What follows belongs to an exercise in optimizing a design on an open flow for small area, a short achievable clock period and few clock cycles per item; a production flow would make more cautious choices.

==> flow/design.v <==
module tea_iter_core (
  input  logic             clk,
  input  logic             rst,
  input  logic             in_valid,
  output logic             in_ready,
  input  logic             in_decrypt,
  input  logic [63:0]      in_v,
  input  logic [127:0]     in_k,
  output logic             out_valid,
  input  logic             out_ready,
  output logic [63:0]      out_v,
  output logic             out_decrypt
);
  localparam logic [31:0] DELTA        = 32'h9E3779B9;
  localparam logic [31:0] NEG_DELTA    = 32'h61C88647;   
  localparam logic [31:0] SUM_DEC_INIT = 32'hC6EF3720;   
  function automatic logic [31:0] add32(input logic [31:0] x, input logic [31:0] y,
                                        input logic cin);
    logic [31:0] g, p, gg, pp, gn, pn;
    g  = x & y;
    p  = x ^ y;
    gg = g;
    pp = p;
    gg[0] = g[0] | (p[0] & cin);
    for (int l = 0; l < 5; l++) begin
      gn = gg;
      pn = pp;
      for (int i = 0; i < 32; i++) begin
        if ((i >> l) & 1) begin
          gn[i] = gg[i] | (pp[i] & gg[((i >> l) << l) - 1]);
          pn[i] = pp[i] & pp[((i >> l) << l) - 1];
        end
      end
      gg = gn;
      pp = pn;
    end
    add32 = p ^ {gg[30:0], cin};
  endfunction
  logic         run_q;       
  logic         sw_q;        
  logic         fin_q;       
  logic         done_q;      
  logic         idle_q;      
  logic [31:0]  a_q, b_q, sum_q;
  logic [63:0]  kx_q, ky_q;
  logic         dec_q;
  logic         ph_q;        
  logic         in_rdy, accept;
  logic         step, last;
  logic [31:0]  f, b_step;
  assign f = add32(b_q << 4, kx_q[63:32], 1'b0) ^ add32(b_q, sum_q, 1'b0)
           ^ add32(b_q >> 5, kx_q[31:0], 1'b0);
  assign b_step = add32(a_q ^ {32{dec_q}}, f, 1'b0) ^ {32{dec_q}};
  assign step = run_q & ~sw_q;
  assign last = ph_q & (dec_q ? (sum_q[12] & sum_q[16] & sum_q[28])
                              : (sum_q[5] & ~sum_q[27]));
  assign in_rdy      = idle_q | (done_q & out_ready);
  assign accept      = in_valid & in_rdy;
  assign in_ready    = in_rdy & ~rst;
  assign out_valid   = done_q;
  assign out_v       = {a_q, b_q};
  assign out_decrypt = dec_q;
  always_ff @(posedge clk) begin
    if (rst) begin
      run_q  <= 1'b0;
      done_q <= 1'b0;
      idle_q <= 1'b1;
    end else if (accept) begin
      run_q  <= 1'b1;
      done_q <= 1'b0;
      idle_q <= 1'b0;
    end else if (run_q) begin
      if (sw_q ? fin_q : (last & ~dec_q)) begin
        run_q  <= 1'b0;
        done_q <= 1'b1;
      end
    end else if (out_ready) begin
      done_q <= 1'b0;
      idle_q <= 1'b1;
    end
  end
  always_ff @(posedge clk) begin
    if (accept) begin
      sw_q  <= in_decrypt;
      fin_q <= 1'b0;
    end else if (run_q) begin
      if (sw_q) sw_q <= 1'b0;
      else if (last) begin
        sw_q  <= 1'b1;
        fin_q <= 1'b1;
      end
    end
  end
  always_ff @(posedge clk) begin
    if (run_q) begin
      kx_q <= ky_q;
      ky_q <= kx_q;
      if (step) ph_q <= ~ph_q;
      sum_q <= sum_q + ((dec_q ? NEG_DELTA : DELTA) & {32{step & ph_q}});
    end else begin
      kx_q  <= in_k[63:0];
      ky_q  <= in_k[127:64];
      ph_q  <= 1'b0;
      sum_q <= in_decrypt ? SUM_DEC_INIT : DELTA;
    end
  end
  always_ff @(posedge clk) begin
    if (run_q) begin
      a_q <= b_q;
      b_q <= sw_q ? a_q : b_step;
    end else if (accept) begin
      a_q   <= in_v[63:32];
      b_q   <= in_v[31:0];
      dec_q <= in_decrypt;
    end
  end
endmodule
==> flow/config.mk <==
export PLATFORM = sky130hd
export DESIGN_NAME = tea_iter_core
export DESIGN_NICKNAME = tea_iter_core
export VERILOG_FILES = /design/flow/design.v
export SDC_FILE = /design/flow/constraint.sdc
export NUM_CORES = 4
export LEC_CHECK = 0
export CAP_MARGIN = 20
export CORE_MARGIN = 2
export CORE_UTILIZATION = 40
export CTS_BUF_LIST = sky130_fd_sc_hd__clkbuf_16
export CTS_CLUSTER_DIAMETER = 100
export CTS_CLUSTER_SIZE = 20
export SLEW_MARGIN = 20
export TNS_END_PERCENT = 0
==> flow/constraint.sdc <==
create_clock -name core_clock -period 12.0 [get_ports {clk}]
set_input_delay 2.4000 -clock core_clock [delete_from_list [all_inputs] [get_ports {clk}]]
set_output_delay 2.4000 -clock core_clock [all_outputs]
set_load 0.01 [all_outputs]
standard.sh (not shown) runs the stock make flow with config.mk's settings and CLKGATE_MAP_FILE= SYNTH_SCRIPT=/design/flow/synth_recipe.tcl, a recipe that flattens the netlist after the stock synthesis.
==> flow/flow/run.sh <==
#!/bin/bash
# Layout flow: the standard flow with three changes.
# - Synthesis is the standard synthesis (synth_recipe.tcl and ORFS's
#   synth.tcl, unchanged, so the registers are the same) except that the
#   final ABC mapping uses flow/abc_tea.script: one delay-oriented &nf
#   mapping with pin permutation, instead of ORFS's five rounds of
#   restructuring, which leaves a smaller netlist at the same speed.
# - Plain buf_1 cells as the port buffers (every port is still buffered).
# - A larger setup margin for ORFS's timing repair, so that repair works
#   towards the period the design can reach instead of stopping at 12 ns.
set -euo pipefail
W=$(pwd)
sed 's|^  log_cmd abc {\*}\$abc_args$|  set abc_args [lreplace $abc_args 1 1 $::env(TEA_ABC_SCRIPT)]\n  log_cmd abc {*}$abc_args|' \
  "$FLOW_HOME/scripts/synth.tcl" > "$W/tea_synth.tcl"
grep -q TEA_ABC_SCRIPT "$W/tea_synth.tcl"
sed "s|source \$::env(SCRIPTS_DIR)/synth.tcl|source $W/tea_synth.tcl|" \
  "$W/synth_recipe.tcl" > "$W/tea_synth_recipe.tcl"
grep -q tea_synth.tcl "$W/tea_synth_recipe.tcl"
export TEA_ABC_SCRIPT="$W/flow/abc_tea.script"
bash standard.sh "BUFFER_PORTS_ARGS=-buffer_cell sky130_fd_sc_hd__buf_1" \
  SETUP_SLACK_MARGIN=6.8 "SYNTH_SCRIPT=$W/tea_synth_recipe.tcl" finish > standard.log 2>&1
==> flow/flow/abc_tea.script <==
&get -n
&st
&dch -f
&nf -p
&put
buffer -c
topo
stime -c
upsize -c
dnsize -c
Then changed:
--- a/flow/design.v
+++ b/flow/design.v
@@ -37,13 +37,12 @@
     add32 = p ^ {gg[30:0], cin};
   endfunction
   logic         run_q;       
   logic         sw_q;        
   logic         fin_q;       
   logic         done_q;      
-  logic         idle_q;      
   logic [31:0]  a_q, b_q, sum_q;
   logic [63:0]  kx_q, ky_q;
   logic         dec_q;
   logic         ph_q;        
   logic         in_rdy, accept;
   logic         step, last;
@@ -51,35 +50,32 @@
   assign f = add32(b_q << 4, kx_q[63:32], 1'b0) ^ add32(b_q, sum_q, 1'b0)
            ^ add32(b_q >> 5, kx_q[31:0], 1'b0);
   assign b_step = add32(a_q ^ {32{dec_q}}, f, 1'b0) ^ {32{dec_q}};
   assign step = run_q & ~sw_q;
   assign last = ph_q & (dec_q ? (sum_q[12] & sum_q[16] & sum_q[28])
                               : (sum_q[5] & ~sum_q[27]));
-  assign in_rdy      = idle_q | (done_q & out_ready);
+  assign in_rdy      = ~run_q & (~done_q | out_ready);
   assign accept      = in_valid & in_rdy;
   assign in_ready    = in_rdy & ~rst;
   assign out_valid   = done_q;
   assign out_v       = {a_q, b_q};
   assign out_decrypt = dec_q;
   always_ff @(posedge clk) begin
     if (rst) begin
       run_q  <= 1'b0;
       done_q <= 1'b0;
-      idle_q <= 1'b1;
     end else if (accept) begin
       run_q  <= 1'b1;
       done_q <= 1'b0;
-      idle_q <= 1'b0;
     end else if (run_q) begin
       if (sw_q ? fin_q : (last & ~dec_q)) begin
         run_q  <= 1'b0;
         done_q <= 1'b1;
       end
     end else if (out_ready) begin
       done_q <= 1'b0;
-      idle_q <= 1'b1;
     end
   end
   always_ff @(posedge clk) begin
     if (accept) begin
       sw_q  <= in_decrypt;
       fin_q <= 1'b0;
@@ -90,19 +86,19 @@
         fin_q <= 1'b1;
       end
     end
   end
   always_ff @(posedge clk) begin
     if (run_q) begin
-      kx_q <= ky_q;
-      ky_q <= kx_q;
+      kx_q <= ~ky_q;
+      ky_q <= ~kx_q;
       if (step) ph_q <= ~ph_q;
       sum_q <= sum_q + ((dec_q ? NEG_DELTA : DELTA) & {32{step & ph_q}});
     end else begin
       kx_q  <= in_k[63:0];
-      ky_q  <= in_k[127:64];
+      ky_q  <= ~in_k[127:64];
       ph_q  <= 1'b0;
       sum_q <= in_decrypt ? SUM_DEC_INIT : DELTA;
     end
   end
   always_ff @(posedge clk) begin
     if (run_q) begin
Design area came out lower by 2.1%.
Via count came out higher by 3.3%.
Wire length came out higher by 3.4%.
Fmax came out lower by 1.8%.
Setup slack is worse by 97 ps.
Die area came out lower by 2.3%.
Global-route usage came out higher by 0.99 points.
No functional check of the RTL was part of any run of this note.

-- re-timing with driven ports --
The results above use ideal ports. As a check the final layouts listed here were re-extracted and re-timed, cells and wires unchanged. Step 1 (the two cells are an assumption about what drives the block):
set clk [get_ports {clk}]
set_driving_cell -lib_cell sky130_fd_sc_hd__clkbuf_16 $clk
set_driving_cell -lib_cell sky130_fd_sc_hd__buf_2 [delete_from_list [all_inputs] $clk]
Step 2 times the ports against the registers' clock, not the clock port: input delays grow and output delays shrink by t, the midpoint of the rising clock arrivals with the driver on. a / b / c = no drivers / after step 1 / after step 2; a / b = the first two.
run | shift t [ns] | setup slack, ns | worst hold slack (ns) | worst setup path at the end
the first run | 0.552 | 6.786 / 6.765 / 6.765 | 0.458 / 0.458 / 0.458 | input to output
the second run | 0.558 | 6.689 / 6.665 / 6.665 | 0.395 / 0.395 / 0.395 | input to output
After both steps setup and hold are still met in every run listed. The setup slack of the second run, which loses most, moves by -0.024 ns with the drivers and by -0.024 ns with both steps.
